Context: an optimization exercise on an open-source flow, tuned for small area and a short achievable clock period. The choices shown serve that exercise and are no tape-out recipe. At most, simulation tests tie the RTL to the original design; equivalence was not proved. Power and IR drop assume default switching activity.

// lc3b_alu_pipe
module lc3b_alu_pipe
(
    input  logic                    clk,
    input  logic                    arst_n,
    input  logic                    instr_valid,
    input  logic [16-1:0]   instr,
    input  logic                    flush,
    output logic                    wb_valid,
    output logic [3-1:0]  wb_dest,
    output logic [16-1:0]   wb_data,
    output logic [2:0]              cc
);
For scale: roughly 1,500 cells after synthesis, ~43 I/O pins, about 14,000 um2 of cells after synthesis.
Settings: LEC_CHECK=0, CAP_MARGIN=20, CORE_MARGIN=2, CORE_UTILIZATION=55, PLACE_DENSITY=0.68, SETUP_SLACK_MARGIN=2.2, SLEW_MARGIN=20; clock period 7.0 ns.
run.sh (not shown) runs the stock make flow with config.mk's settings and CLKGATE_MAP_FILE= SYNTH_SCRIPT=/design/flow/synth_recipe.tcl, a recipe that flattens the netlist after the stock synthesis.
Change:
CTS_BUF_LIST = sky130_fd_sc_hd__clkbuf_4 sky130_fd_sc_hd__clkbuf_8   (was not set)
SETUP_SLACK_MARGIN = 2.5   (was 2.2)
The new run went through all stages and came out clean.
Cell area grows by 2.0%.
Total power hardly moves.
Synthesized cell count stays the same.
Final cell count grows by 2.0%.
Register-to-register slack improved by 0.28 ns.
Wire length hardly moves.
Worst hold slack is about the same.
Sequential share of layout area shrinks by 0.57 points.
Change:
CORE_UTILIZATION = 40   (was 55)
CTS_BUF_LIST = not set   (was sky130_fd_sc_hd__clkbuf_4 sky130_fd_sc_hd__clkbuf_8)
PLACE_DENSITY = not set   (was 0.68)
TNS_END_PERCENT = 5   (was not set)
Non-clock buffer count came out higher by 1; design area went up slightly; utilization drops by 17 points; wire length climbs by a few percent; worst hold slack gets worse by 0.027 ns; clock power rose by a little under a tenth; power is higher by a few percent; final cell count came out higher by a few percent; clock skew stays flat.
Change:
CORE_UTILIZATION = 55   (was 40)
CTS_CLUSTER_DIAMETER = 80   (was not set)
CTS_CLUSTER_SIZE = 24   (was not set)
PLACE_DENSITY = 0.68   (was not set)
SETUP_SLACK_MARGIN = 2.65   (was 2.5)
TNS_END_PERCENT = not set   (was 5)
Result: Worst setup slack improves by 0.13 ns. Final area hardly moves. Power fell by 11%. Core utilization rose by 17 points. Sequential power stays flat. Flip-flop and latch count is unchanged. Routed wire length climbs by 0.56%. Sequential share of layout area is higher by 0.39 points. Fmax rose by 2.9%. Synthesized area does not change.

## run A
Another version of the RTL of lc3b_alu_pipe (not shown whole).
For scale: about 14,000 sq um of cells after synthesis.
export LEC_CHECK = 0
export CAP_MARGIN = 20
export CORE_MARGIN = 2
export CORE_UTILIZATION = 40
export SETUP_SLACK_MARGIN = 2.5
export SLEW_MARGIN = 20
create_clock -name core_clock -period 7.0 [get_ports {clk}]
Inputs modified between run A and run B:
- SETUP_SLACK_MARGIN: 2.5 -> 3.5
--- outcome ---
Side by side, combinational share of power turned out higher in run B than in run A. Going from run A to run B, the post-route total power was found to have gone up by 110 uW. Diff run A..run B | H-tree depth | unchanged. Compared with run A, run B shows a higher fraction of cell area in non-clock buffers. Run B ends up with higher final area than run A does. Diff run A -> run B: clock share of power decreased 0.6 points, minimum setup slack after placement increased 0.047 ns. Met1 track demand over resource: run B and run A compared, lower one is run A. Number of clock buffers in the layout, run B and run A: higher on run A. Between run B and run A, setup slack after layout is higher for run A, run B comes in under that.
Input-level comparison between run C and run B:
- SETUP_SLACK_MARGIN now 1.5, was 3.5
Notes after the runs:
- Looking at final-layout clock-cell area share, run C sits 0.75 points above run B.
- Run C vs run B — overall power of the completed layout dropped 84 uW.
- The data required time of the critical path of run B and that of run C are within noise of each other.
- Comparing run C with run B, the clock skew came out essentially unchanged.
- Compared with run B, run C shows a highest achievable clock rate that is 3.3% lower.
- Minimum period implied by the final worst setup slack: lower on run B
- Summary of run C over run B: global-route usage lost 1.8 points, share of the clock period used by the worst path picked up an extra 2.5 points, area of placed instances neither gained nor lost much, synthesized cell count neither gained nor lost much.
Modified inputs, run D compared to run C
- a deleted SETUP_SLACK_MARGIN that had been 1.5
Notes after the runs:
- A worst setup path startpoint of u_decode.d_opb[4] is what run D shows, while u_decode.d_opb[3] belongs to run C.
- Run D: via count lower than run C
- Changes observed in run D relative to run C: via count of the first global-routing pass essentially unchanged; arrival time of data at the critical path endpoint increased 0.94 ns; share of cells above drive strength 1 decreased 3.0 points.
- Peak supply drop: run D vs run C — no meaningful difference
Function was not checked in any run of this note: the RTL went through the layout flow alone.

== job 3229 ==
lc3b_alu_pipe, a different RTL version from the one above (not shown whole).
Size in the first run: roughly 1500 cells after synthesis, ~210 flip-flops.
Settings: LEC_CHECK=0, CAP_MARGIN=20, CORE_MARGIN=2, CORE_UTILIZATION=40, SETUP_SLACK_MARGIN=2.5, SLEW_MARGIN=20; clock period 7.0 ns.
Job 3229: no failed stages, no open violations at the end
Relative to job 3229, the following input files were edited for job 4955:
# job 3229
export LEC_CHECK = 0
export CAP_MARGIN = 20
export CORE_MARGIN = 2
export CORE_UTILIZATION = 40
export SETUP_SLACK_MARGIN = 2.5
export SLEW_MARGIN = 20
create_clock -name core_clock -period 7.0 [get_ports {clk}]
# job 4955
export LEC_CHECK = 0
export CAP_MARGIN = 20
export CORE_MARGIN = 2
export CORE_UTILIZATION = 40
export SETUP_SLACK_MARGIN = 3.5
export SLEW_MARGIN = 20
create_clock -name core_clock -period 7.0 [get_ports {clk}]
### Flow results
Re cell depth of the worst setup path: job 4955 is 1 down on job 3229.
Setup WNS job 3229 -> job 4955: worse
Looking at job 3229 and job 4955, the number of placed cells counting well taps is a wash.
The via count reported for job 4955 is higher than the one for job 3229.
Going from job 3229 to job 4955, sum of met2 wire segment lengths after detailed routing grew slightly.
Of job 3229 and job 4955, the run reporting the higher number of non-clock inverters in the layout was job 4955.
Function was not checked in any run of this note: the RTL went through the layout flow alone.

Another version of the RTL of lc3b_alu_pipe (not shown whole).
Size: roughly 200 flip-flops, about 14000 um^2 of cells after synthesis.
Settings: LEC_CHECK=0, CAP_MARGIN=20, CORE_MARGIN=2, CORE_UTILIZATION=60, PLACE_DENSITY=0.72, SETUP_SLACK_MARGIN=1.5, SLEW_MARGIN=20; clock period 7.0 ns.
Next try:
Settings changed: CORE_UTILIZATION 60 to 40, PLACE_DENSITY 0.72 to unset, SETUP_SLACK_MARGIN 1.5 to 2.5.
What happened: The changed run completed with no timing, DRC or antenna violations. Design area increases by about 11%. Sequential share of layout area decreases by 3.1 points. Non-clock buffer count increases by 68. Final cell count increases by about 12%. Clock-buffer cell count increases by 4. Clock power increases by about 7%. Total power increases by about 7%. Die area increases by 49%. Setup slack is better by 520 ps. Clock skew barely changes. Maximum frequency increases by 11%.
No run of this note included a check of the RTL's function; only the layout flow was run.

## separate check: timing with driven ports
The flow's constraints put no driver on any port. The routed layouts listed below were extracted and timed again, unchanged, in two steps. Step 1, drivers: a clkbuf_16 drives clk and a buf_2 each remaining input, both assumed. Step 2, shift: input delay + t, output delay - t, t = (earliest + latest rising clock arrival at the registers) / 2. This alone moves slack from input paths to output paths. a / b / c = no drivers / after step 1 / after step 2; a / b = the first two.
run | t, ns | setup WS [ns] | worst setup path at the end | clock arrival spread, ns
the first run of note 1 | 0.542 | 2.348 / 2.348 / 2.191 | input to register | 0.020 / 0.021
the second run of note 1 | 0.596 | 2.628 / 2.628 / 2.189 | input to register | 0.019 / 0.020
the third run of note 1 | 0.538 | 2.604 / 2.604 / 2.254 | input to register | 0.018 / 0.017
the fourth run of note 1 | 0.508 | 2.729 / 2.729 / 2.286 | input to register | 0.023 / 0.023
run A | 0.549 | 1.926 / 1.926 / 1.926 | register to register | 0.009 / 0.010
run B | 0.534 | 1.835 / 1.835 / 1.835 | register to register | 0.014 / 0.013
run C | 0.546 | 1.660 / 1.660 / 1.660 | register to register | 0.015 / 0.014
run D | 0.546 | 0.723 / 0.723 / 0.723 | register to register | 0.015 / 0.015
job 3229 | 0.534 | 1.188 / 1.188 / 1.188 | register to register | 0.015 / 0.016
job 4955 | 0.536 | 1.108 / 1.108 / 1.108 | register to register | 0.016 / 0.016
the first run of note 4 | 0.535 | 1.765 / 1.765 / 1.765 | register to register | 0.014 / 0.014
the second run of note 4 | 0.544 | 2.282 / 2.282 / 2.228 | input to register | 0.013 / 0.014
After both steps setup and hold are still met in every run listed. For the fourth run of note 1, which loses most, drivers alone change the setup slack by 0.000 ns; drivers and shift together by -0.443 ns.
